What follows belongs to an exercise in optimizing a design on an open flow for small area, a short achievable clock period and few clock cycles per item; a production flow would make more cautious choices.
In this exercise RTL edits were held to simulation tests only and were not proved equivalent to the original.

==> run a <==
==> flow/design.v <==
module fme_halfpel_win #(
  parameter int PIX_W = 8,
  parameter int REF_W = 16,
  parameter int REF_H = 16
) (
  input  logic                         clk,
  input  logic                         rst,
  input  logic                         start,
  input  logic [$clog2(REF_W)-1:0]     cx,
  input  logic [$clog2(REF_H)-1:0]     cy,
  output logic                         rd_en,
  output logic [$clog2(REF_W*REF_H)-1:0] rd_addr,
  input  logic [PIX_W-1:0]             rd_data,
  output logic                         busy,
  output logic                         done,
  output logic [9*PIX_W-1:0]           half
);
  localparam int HW = 15;    
  localparam int VW = 20;    
  localparam logic [4:0] W0  = 5'b0_000_0;
  localparam logic [4:0] W1  = 5'b0_001_0;
  localparam logic [4:0] WM4 = 5'b1_000_1;
  localparam logic [4:0] WM5 = 5'b1_001_1;
  localparam logic [4:0] W16 = 5'b0_010_0;
  localparam logic [4:0] W20 = 5'b0_010_1;
  localparam logic [4:0] W36 = 5'b0_100_1;
  function automatic logic [4:0] wt0(input logic [2:0] d, input logic [3:0] ctr);
    if (ctr == 4'd0 && d == 3'd0)       wt0 = W36;
    else if (ctr == 4'd1 && d == 3'd7)  wt0 = W16;
    else if (ctr == 4'd2 && d == 3'd6)  wt0 = WM4;
    else if (ctr == 4'd14 && d == 3'd1) wt0 = WM4;
    else if (ctr == 4'd15 && d == 3'd0) wt0 = W16;
    else case (d)
      3'd5:    wt0 = W1;     
      3'd6:    wt0 = WM5;    
      3'd7:    wt0 = W20;    
      3'd0:    wt0 = W20;
      3'd1:    wt0 = WM5;
      3'd2:    wt0 = W1;
      default: wt0 = W0;
    endcase
  endfunction
  function automatic logic [4:0] wt1(input logic [2:0] d, input logic [3:0] ctr);
    if (ctr == 4'd0 && d == 3'd0)       wt1 = W16;
    else if (ctr == 4'd1 && d == 3'd7)  wt1 = WM4;
    else if (ctr == 4'd13 && d == 3'd2) wt1 = WM4;
    else if (ctr == 4'd14 && d == 3'd1) wt1 = W16;
    else if (ctr == 4'd15 && d == 3'd0) wt1 = W36;
    else case (d)
      3'd6:    wt1 = W1;     
      3'd7:    wt1 = WM5;    
      3'd0:    wt1 = W20;
      3'd1:    wt1 = W20;
      3'd2:    wt1 = WM5;
      3'd3:    wt1 = W1;
      default: wt1 = W0;
    endcase
  endfunction
  function automatic logic [VW-1:0] mac(input logic [VW-1:0] acc, input logic [4:0] w,
                                        input logic [VW-1:0] x);
    logic [VW-1:0] a, b, n;
    n = {VW{w[4]}};
    a = ({VW{w[3]}} & (x << 5)) | ({VW{w[2]}} & (x << 4)) | ({VW{w[1]}} & x);
    b = {VW{w[0]}} & (x << 2);
    mac = acc + (a ^ n) + (b ^ n);
  endfunction
  function automatic logic [PIX_W-1:0] clip5(input logic [HW-1:0] v);
    if (v[HW-1])      clip5 = '0;
    else if (v[HW-2]) clip5 = '1;
    else              clip5 = v[12:5];
  endfunction
  function automatic logic [PIX_W-1:0] clip10(input logic [VW-1:0] v);
    if (v[VW-1])      clip10 = '0;
    else if (v[VW-2]) clip10 = '1;
    else              clip10 = v[17:10];
  endfunction
  function automatic logic neg2_0(input logic [3:0] ctr);
    neg2_0 = !(ctr == 4'd0 || ctr == 4'd1 || ctr == 4'd15);
  endfunction
  function automatic logic neg2_1(input logic [3:0] ctr);
    neg2_1 = !(ctr == 4'd0 || ctr == 4'd14 || ctr == 4'd15);
  endfunction
  function automatic logic [3:0] lo_of(input logic [3:0] p);
    lo_of = (p < 4'd3) ? 4'd0 : p - 4'd3;
  endfunction
  function automatic logic [3:0] hi_of(input logic [3:0] p);
    hi_of = (p > 4'd12) ? 4'd15 : p + 4'd3;
  endfunction
  function automatic logic [3:0] first_of(input logic [3:0] p);
    first_of = (p == 4'd15) ? 4'd12 : p + 4'd1;
  endfunction
  function automatic logic [2:0] dlo_of(input logic [3:0] p);
    dlo_of = (p == 4'd0) ? 3'd0 : (p == 4'd1) ? 3'd7 : (p == 4'd2) ? 3'd6 : 3'd5;
  endfunction
  function automatic logic [2:0] dhi_of(input logic [3:0] p);
    dhi_of = (p == 4'd15) ? 3'd0 : (p == 4'd14) ? 3'd1 : (p == 4'd13) ? 3'd2 : 3'd3;
  endfunction
  function automatic logic [2:0] dfirst_of(input logic [3:0] p);
    dfirst_of = (p == 4'd15) ? 3'd5 : 3'd1;
  endfunction
  logic       accept;
  logic [3:0] cx_q, cy_q;
  logic [3:0] rr, cc;
  logic [2:0] dr, dc;            
  logic       last_a;
  logic       fin;
  assign accept = start & ~busy;
  assign last_a = (dr == 3'd0) && (dc == 3'd0);
  always_ff @(posedge clk or negedge rst) begin
    if (!rst) begin
      busy  <= 1'b0;
      rd_en <= 1'b0;
    end else begin
      busy  <= accept | (busy & ~fin);
      rd_en <= accept | (rd_en & ~last_a);
    end
  end
  always_ff @(posedge clk) begin
    if (!busy) begin
      cx_q <= cx;
      cy_q <= cy;
      rr   <= first_of(cy);
      cc   <= first_of(cx);
      dr   <= dfirst_of(cy);
      dc   <= dfirst_of(cx);
    end else if (rd_en) begin
      if (dc == 3'd0) begin
        cc <= first_of(cx_q);
        dc <= dfirst_of(cx_q);
        if (dr == dhi_of(cy_q)) begin
          rr <= lo_of(cy_q);
          dr <= dlo_of(cy_q);
        end else begin
          rr <= rr + 4'd1;
          dr <= dr + 3'd1;
        end
      end else if (dc == dhi_of(cx_q)) begin
        cc <= lo_of(cx_q);
        dc <= dlo_of(cx_q);
      end else begin
        cc <= cc + 4'd1;
        dc <= dc + 3'd1;
      end
    end
  end
  assign rd_addr = {rr, cc};
  logic       vb, lb;
  logic [2:0] rb, cb;            
  logic [PIX_W-1:0] pix;
  logic       first_b, vflag_b, vnext;
  logic [4:0] a0c, a1c;         
  logic       fstc;             
  logic       vfc;              
  logic       lcc;              
  logic       q1, q2;           
  logic       w1, w2;           
  assign first_b = (cb == dfirst_of(cx_q));
  assign vflag_b = (cb == 3'd0);
  assign vnext   = vb & vflag_b;
  always_ff @(posedge clk or negedge rst) begin
    if (!rst) begin
      vb   <= 1'b0;
      lb   <= 1'b0;
      fstc <= 1'b0;
      vfc  <= 1'b0;
      lcc  <= 1'b0;
      q1   <= 1'b0;
      q2   <= 1'b0;
      fin  <= 1'b0;
      done <= 1'b0;
    end else begin
      vb   <= rd_en;
      lb   <= rd_en & last_a;
      fstc <= vb & first_b;
      vfc  <= vnext;
      lcc  <= lb;
      q1   <= lcc;
      q2   <= q1;
      fin  <= q2;
      done <= fin;
    end
  end
  always_ff @(posedge clk) begin
    rb  <= dr;
    cb  <= dc;
    pix <= rd_data;
    a0c <= vb ? wt0(cb, cx_q) : W0;
    a1c <= vb ? wt1(cb, cx_q) : W0;
    w1  <= vfc;
    w2  <= w1;
  end
  logic [HW-1:0] h0, h1, h0n, h1n, hold0, hold1;
  logic [PIX_W-1:0] pxh;         
  logic [4:0]    hb0, hb1;       
  logic [4:0]    nb0, nb1;
  logic [VW-1:0] px;
  logic          hn0, hn1;       
  assign px  = VW'(pix);
  assign h0n = HW'(mac(VW'(fstc ? {10'd0, 2'b10, hn0, ~hn0, 1'b0} : h0), a0c, px));
  assign h1n = HW'(mac(VW'(fstc ? {10'd0, 2'b10, hn1, ~hn1, 1'b0} : h1), a1c, px));
  assign nb0 = wt0(rb, cy_q);
  assign nb1 = wt1(rb, cy_q);
  always_ff @(posedge clk) begin
    if (!busy) begin
      hn0 <= neg2_0(cx);
      hn1 <= neg2_1(cx);
    end
    h0 <= h0n;
    h1 <= h1n;
    if (vfc) begin
      hold0 <= h0n;
      hold1 <= h1n;
    end
    if (vnext) begin
      pxh <= rd_data;
      hb0 <= nb0;
      hb1 <= nb1;
    end
  end
  logic [1:0]    ph, ph_n;
  logic          updv_n, updh_n, upd_n;
  logic [4:0]    uw0, uw1;       
  logic          xs;             
  logic          zi;             
  logic          zn0, zn1;       
  logic [VW-1:0] r00, r01, r02, r10, r11, r12;
  logic [VW-1:0] x0, x1, s0, s1, pv, a0i, a1i;
  logic          fresh;          
  function automatic logic [1:0] mod3_span(input logic [3:0] p);   
    case (p)
      4'd1, 4'd14: mod3_span = 2'd2;                  
      4'd2, 4'd13: mod3_span = 2'd0;                  
      default:     mod3_span = 2'd1;                  
    endcase
  endfunction
  function automatic logic [1:0] ph_start(input logic [3:0] x, input logic [3:0] y);
    logic [1:0] mx, my, n3;
    mx = mod3_span(x);
    my = mod3_span(y);
    n3 = (mx == 2'd0 || my == 2'd0) ? 2'd0 :
         (mx == my) ? 2'd1 : 2'd2;                     
    case (n3)                                          
      2'd0:    ph_start = 2'd1;
      2'd1:    ph_start = 2'd0;
      default: ph_start = 2'd2;
    endcase
  endfunction
  assign ph_n   = !busy ? ph_start(cx, cy) : (ph == 2'd2) ? 2'd0 : ph + 2'd1;
  assign updv_n = (ph_n == 2'd2) & (vnext | vfc | w1);
  assign updh_n = (ph_n != 2'd2) & (vfc | w1 | w2);
  assign upd_n  = updv_n | updh_n;
  always_ff @(posedge clk) begin
    ph    <= ph_n;
    xs    <= (ph_n == 2'd2);
    fresh <= !busy | (fresh & ~w2);
    zi    <= fresh & upd_n;
    zn0   <= (ph_n == 2'd1) ? neg2_1(cy_q) : neg2_0(cy_q);
    zn1   <= (ph_n == 2'd0) ? neg2_0(cy_q) : neg2_1(cy_q);
    uw0   <= !upd_n ? W0 : (ph_n == 2'd0) ? hb0 : (ph_n == 2'd1) ? hb1 : vnext ? nb0 : hb0;
    uw1   <= !upd_n ? W0 : (ph_n == 2'd0) ? hb0 : (ph_n == 2'd1) ? hb1 : vnext ? nb1 : hb1;
  end
  assign pv = VW'({pxh, 5'b0});
  assign x0 = xs ? pv : {{(VW-HW){hold0[HW-1]}}, hold0};
  assign x1 = xs ? pv : {{(VW-HW){hold1[HW-1]}}, hold1};
  assign a0i = zi ? VW'({xs, 6'b0, zn0, ~zn0, 1'b0}) : r00;
  assign a1i = zi ? VW'({xs, 6'b0, zn1, ~zn1, 1'b0}) : r10;
  assign s0 = mac(a0i, uw0, x0);
  assign s1 = mac(a1i, uw1, x1);
  always_ff @(posedge clk) begin
    r00 <= r01;
    r01 <= r02;
    r02 <= s0;
    r10 <= r11;
    r11 <= r12;
    r12 <= s1;
  end
  always_ff @(posedge clk or negedge rst) begin
    if (!rst) half <= '0;
    else if (fin) begin
      half[0*PIX_W +: PIX_W] <= clip10(r01);
      half[1*PIX_W +: PIX_W] <= clip10(r00);
      half[2*PIX_W +: PIX_W] <= clip10(r11);
      half[3*PIX_W +: PIX_W] <= clip5(hold0);
      half[4*PIX_W +: PIX_W] <= pxh;
      half[5*PIX_W +: PIX_W] <= clip5(hold1);
      half[6*PIX_W +: PIX_W] <= clip10(r02);
      half[7*PIX_W +: PIX_W] <= clip10(r10);
      half[8*PIX_W +: PIX_W] <= clip10(r12);
    end
  end
endmodule
==> flow/flow/run.sh <==
#!/bin/bash
set -euo pipefail
MARGIN=6.0
bash standard.sh SETUP_SLACK_MARGIN=$MARGIN "BUFFER_PORTS_ARGS=-buffer_cell sky130_fd_sc_hd__buf_2" finish > orfs_make.log 2>&1
==> flow/standard.sh <==
#!/bin/bash
# synth_recipe.tcl (not shown) runs the flow's synth.tcl, then flattens the netlist and writes it again
# the make line also repeats each setting of config.mk as NAME=value (left out here)
make -C /OpenROAD-flow-scripts/flow DESIGN_CONFIG=/design/flow/config.mk WORK_HOME=/design/flow/orfs CLKGATE_MAP_FILE= SYNTH_SCRIPT=/design/flow/synth_recipe.tcl "${@:-finish}"
==> flow/config.mk <==
export PLATFORM = sky130hd
export DESIGN_NAME = fme_halfpel_win
export DESIGN_NICKNAME = fme_halfpel_win
export VERILOG_FILES = /design/flow/design.v
export SDC_FILE = /design/flow/constraint.sdc
export NUM_CORES = 4
export LEC_CHECK = 0
export ABC_AREA = 1
export CAP_MARGIN = 20
export CORE_MARGIN = 2
export CORE_UTILIZATION = 40
export CTS_CLUSTER_DIAMETER = 150
export CTS_CLUSTER_SIZE = 30
export SLEW_MARGIN = 20
==> flow/constraint.sdc <==
create_clock -name core_clock -period 9.5 [get_ports {clk}]
set_input_delay 1.9000 -clock core_clock [delete_from_list [all_inputs] [get_ports {clk}]]
set_output_delay 1.9000 -clock core_clock [all_outputs]
set_load 0.01 [all_outputs]
==> run b: changes against run a <==
==> flow/flow/run.sh (replaced) <==
#!/bin/bash
set -euo pipefail
MARGIN=6.0
bash standard.sh SETUP_SLACK_MARGIN=$MARGIN finish > orfs_make.log 2>&1
Settings changed: CORE_UTILIZATION 40 to 65, CTS_CLUSTER_DIAMETER 150 to not set, CTS_CLUSTER_SIZE 30 to not set, PLACE_DENSITY set to 0.75.
==> summary of the runs <==
- In run b the worst hold slack is lower than in run a, by 0.0057 ns.
- Clock-buffer cell count: run a is lower than run b (29).
- In run a the cell count is larger than in run b, by 6.7%.
- Non-clock buffer count: run a is lower than run b (5).
Testbench counts of run a, summed over its fixed seeds: cycles 17,279, items 384.
Testbench counts of run b, summed over its fixed seeds: cycles 17,279, items 384.

static timing again, ports no longer ideal:
In the flow no input, the clock included, has a driving cell. The finished layouts below were timed again as built, in two steps.
Step 1 sets driving cells, clkbuf_16 on the clock port and buf_2 on the other inputs (assumed; they add their load-dependent delay and slew).
Step 2 moves the port delays by t, midway between the first and last clock arrival at a register: inputs arrive t later, outputs are due t later. That takes back most of the time a late clock gives input paths.
a / b / c = no drivers / after step 1 / after step 2; a / b = the first two.
run	t, ns	slack for setup (ns)	worst slew at a driven data input, ns	cell pins on the clock port's net
run a	0.570	6.192 / 6.134 / 5.693	0.09	1
run b	0.573	6.065 / 6.014 / 5.538	0.05	1
After both steps every run listed still meets setup and hold. For run b, which loses most, drivers alone change the setup slack by -0.051 ns; drivers and shift together by -0.527 ns.
